This is an optimization exercise on Yosys and OpenROAD, whose aim is small area, not a production implementation. The RTL was checked by simulation tests, not by an equivalence proof against the original design. Power and IR drop assume default switching activity.

==> module mips16_core, before the edit <==
module mips16_core (
    input  logic        clk,
    input  logic        reset,
    input  logic [15:0] din,
    input  logic        wen,
    input  logic        pc_reset,
    input  logic        rd_en,
    output logic [15:0] dout
);
    logic [255:0][13:0] imem;
    logic [7:0]   pc;
    logic [7:0]   ptr;
    logic         ifid_addi;
    logic [2:0]   ifid_f3;
    logic [12:3]  ifid_mid;
    logic [2:0]   idex_dest, exmem_dest, memwb_dest;
    logic [15:0]  idex_data, exmem_data, memwb_data;
    logic         advance;
    logic         wb_we;
    logic [13:0]  wr_word;
    logic [255:0] rsel;
    logic [13:0]  rword;
    logic         fetch_ok;
    assign advance = rd_en && !wen;
    assign wb_we   = advance && !pc_reset && (memwb_dest != 3'd0);
    assign wr_word = mips16_pkg::encode(din);
    for (genvar i = 0; i < 256; i++) begin : g_imem
        always_ff @(posedge clk) begin
            if (wen && ptr == 8'(i)) imem[i] <= wr_word;
        end
    end
    always_comb begin
        for (int i = 0; i < 256; i++) rsel[i] = (pc == 8'(i));
    end
    logic [85:0][13:0] grp_n;
    for (genvar g = 0; g < 85; g++) begin : g_rgrp
        for (genvar b = 0; b < 14; b++) begin : g_bit
            mips16_aoi3 u_aoi (
                .s ({rsel[3*g+2], rsel[3*g+1], rsel[3*g]}),
                .d ({imem[3*g+2][b], imem[3*g+1][b], imem[3*g][b]}),
                .y (grp_n[g][b])
            );
        end
    end
    assign grp_n[85] = ~(imem[255] & {14{rsel[255]}});
    always_comb begin
        rword = '0;
        for (int g = 0; g < 86; g++) rword = rword | ~grp_n[g];
    end
    assign fetch_ok = (pc < ptr);
    logic [2:0]  rs, rt, rd, f3;
    logic        is_addi;
    logic [15:0] ra, rb, op_b, sum, alu_res;
    logic [2:0]  dest;
    logic        sub;
    assign is_addi = ifid_addi;
    assign rs      = ifid_mid[12:10];
    assign rt      = ifid_mid[9:7];
    assign rd      = ifid_mid[6:4];
    assign f3      = ifid_f3;
    mips16_regfile u_regfile (
        .clk     (clk),
        .reset   (reset),
        .raddr_a (rs),
        .raddr_b (rt),
        .rdata_a (ra),
        .rdata_b (rb),
        .we      (wb_we),
        .waddr   (memwb_dest),
        .wdata   (memwb_data)
    );
    always_comb begin
        if (is_addi)              dest = rt;
        else if (f3 != 3'd0)      dest = rd;
        else                      dest = 3'd0;
    end
    assign sub  = !is_addi && (f3 == mips16_pkg::F3_SUB || f3 == mips16_pkg::F3_SLT);
    assign op_b = is_addi ? {{9{ifid_mid[6]}}, ifid_mid[6:3], ifid_f3} : rb;
    assign sum  = ra + (sub ? ~op_b : op_b) + {15'd0, sub};
    always_comb begin
        if (is_addi) begin
            alu_res = sum;
        end else begin
            case (f3)
                mips16_pkg::F3_AND:  alu_res = ra & rb;
                mips16_pkg::F3_OR:   alu_res = ra | rb;
                mips16_pkg::F3_SLT:  alu_res = {15'd0, (ra[15] ^ rb[15]) ? ra[15] : sum[15]};
                mips16_pkg::F3_SLL1: alu_res = {rb[14:0], 1'b0};
                mips16_pkg::F3_SRL1: alu_res = {1'b0, rb[15:1]};
                default:             alu_res = sum;
            endcase
        end
    end
    always_ff @(posedge clk or negedge reset) begin
        if (!reset) begin
            pc         <= '0;
            ptr        <= '0;
            ifid_addi  <= 1'b0;
            ifid_f3    <= '0;
            idex_dest  <= '0;
            exmem_dest <= '0;
            memwb_dest <= '0;
            dout       <= '0;
        end else begin
            if (wen) begin
                ptr <= ptr + 8'd1;
            end
            if (pc_reset) begin
                pc         <= '0;
                ifid_addi  <= 1'b0;
                ifid_f3    <= '0;
                idex_dest  <= '0;
                exmem_dest <= '0;
                memwb_dest <= '0;
            end else if (advance) begin
                pc         <= pc + 8'd1;
                ifid_addi  <= fetch_ok && rword[13];
                ifid_f3    <= fetch_ok ? rword[2:0] : 3'd0;
                idex_dest  <= dest;
                exmem_dest <= idex_dest;
                memwb_dest <= exmem_dest;
            end
            if (wb_we) begin
                dout <= memwb_data;
            end
        end
    end
    always_ff @(posedge clk) begin
        if (advance) begin
            ifid_mid   <= rword[12:3];
            idex_data  <= alu_res;
            exmem_data <= idex_data;
            memwb_data <= exmem_data;
        end
    end
endmodule
export LEC_CHECK = 0
export CAP_MARGIN = 20
export CORE_MARGIN = 2
export CORE_UTILIZATION = 50
export CTS_CLUSTER_DIAMETER = 100
export CTS_CLUSTER_SIZE = 30
export GPL_TIMING_DRIVEN = 0
export SLEW_MARGIN = 20
export SYNTH_HIERARCHICAL = 1
export SYNTH_MEMORY_MAX_BITS = 8192
create_clock -name core_clock -period 5.0 [get_ports {clk}]
run.sh (not shown) runs the stock make flow with config.mk's settings and CLKGATE_MAP_FILE= SYNTH_SCRIPT=/design/flow/synth_recipe.tcl, a recipe that flattens the netlist after the stock synthesis.
The starting point finished but failed the layout checks on negative setup slack.
Edit:
--- a/flow/design.v
+++ b/flow/design.v
@@ -101,14 +101,16 @@
     assign wr_word = mips16_pkg::encode(din);
     for (genvar i = 0; i < 256; i++) begin : g_imem
         always_ff @(posedge clk) begin
             if (wen && ptr == 8'(i)) imem[i] <= wr_word;
         end
     end
-    always_comb begin
-        for (int i = 0; i < 256; i++) rsel[i] = (pc == 8'(i));
+    logic [15:0] pc_hi_1c;
+    logic [15:0] pc_lo_1c;
+    always_comb begin
+        for (int i = 0; i < 256; i++) rsel[i] = !(pc_hi_1c[i / 16] || pc_lo_1c[i % 16]);
     end
     logic [85:0][13:0] grp_n;
     for (genvar g = 0; g < 85; g++) begin : g_rgrp
         for (genvar b = 0; b < 14; b++) begin : g_bit
             mips16_aoi3 u_aoi (
                 .s ({rsel[3*g+2], rsel[3*g+1], rsel[3*g]}),
@@ -166,12 +168,14 @@
             endcase
         end
     end
     always_ff @(posedge clk or negedge reset) begin
         if (!reset) begin
             pc         <= '0;
+            pc_hi_1c   <= ~16'd1;
+            pc_lo_1c   <= ~16'd1;
             ptr        <= '0;
             ifid_addi  <= 1'b0;
             ifid_f3    <= '0;
             idex_dest  <= '0;
             exmem_dest <= '0;
             memwb_dest <= '0;
@@ -179,19 +183,23 @@
         end else begin
             if (wen) begin
                 ptr <= ptr + 8'd1;
             end
             if (pc_reset) begin
                 pc         <= '0;
+                pc_hi_1c   <= ~16'd1;
+                pc_lo_1c   <= ~16'd1;
                 ifid_addi  <= 1'b0;
                 ifid_f3    <= '0;
                 idex_dest  <= '0;
                 exmem_dest <= '0;
                 memwb_dest <= '0;
             end else if (advance) begin
                 pc         <= pc + 8'd1;
+                pc_lo_1c   <= {pc_lo_1c[14:0], pc_lo_1c[15]};
+                if (!pc_lo_1c[15]) pc_hi_1c <= {pc_hi_1c[14:0], pc_hi_1c[15]};
                 ifid_addi  <= fetch_ok && rword[13];
                 ifid_f3    <= fetch_ok ? rword[2:0] : 3'd0;
                 idex_dest  <= dest;
                 exmem_dest <= idex_dest;
                 memwb_dest <= exmem_dest;
             end
The changed run reached the layout checks and failed them: negative setup slack.
Combinational power grows by about 50%.
Cell area grows by about 0.56%.
Power grows by about 4%.
Via count grows by 0.93%.
First-iteration DRC count shrinks by 0.36%.
Clock-buffer cell count grows by 28.

==> re-timing with driven ports <==
The results above use ideal ports. As a check the final layouts listed here were re-extracted and re-timed, cells and wires unchanged.
Step 1 sets driving cells, clkbuf_16 on the clock port and buf_2 on the other inputs (assumed; they add their load-dependent delay and slew).
Step 2, shift: input delay + t, output delay - t, t = (earliest + latest rising clock arrival at the registers) / 2. This alone moves slack from input paths to output paths.
Three values: no drivers, after step 1, after step 2; two values: the first two.
run | t (ns) | setup slack, ns | worst setup path at the end
the first run | 0.953 | -0.157 / -0.157 / -0.382 | input to register
the second run | 0.993 | -0.177 / -0.177 / -0.310 | input to register
For the first run, which loses most, drivers alone change the setup slack by 0.000 ns; drivers and shift together by -0.225 ns.
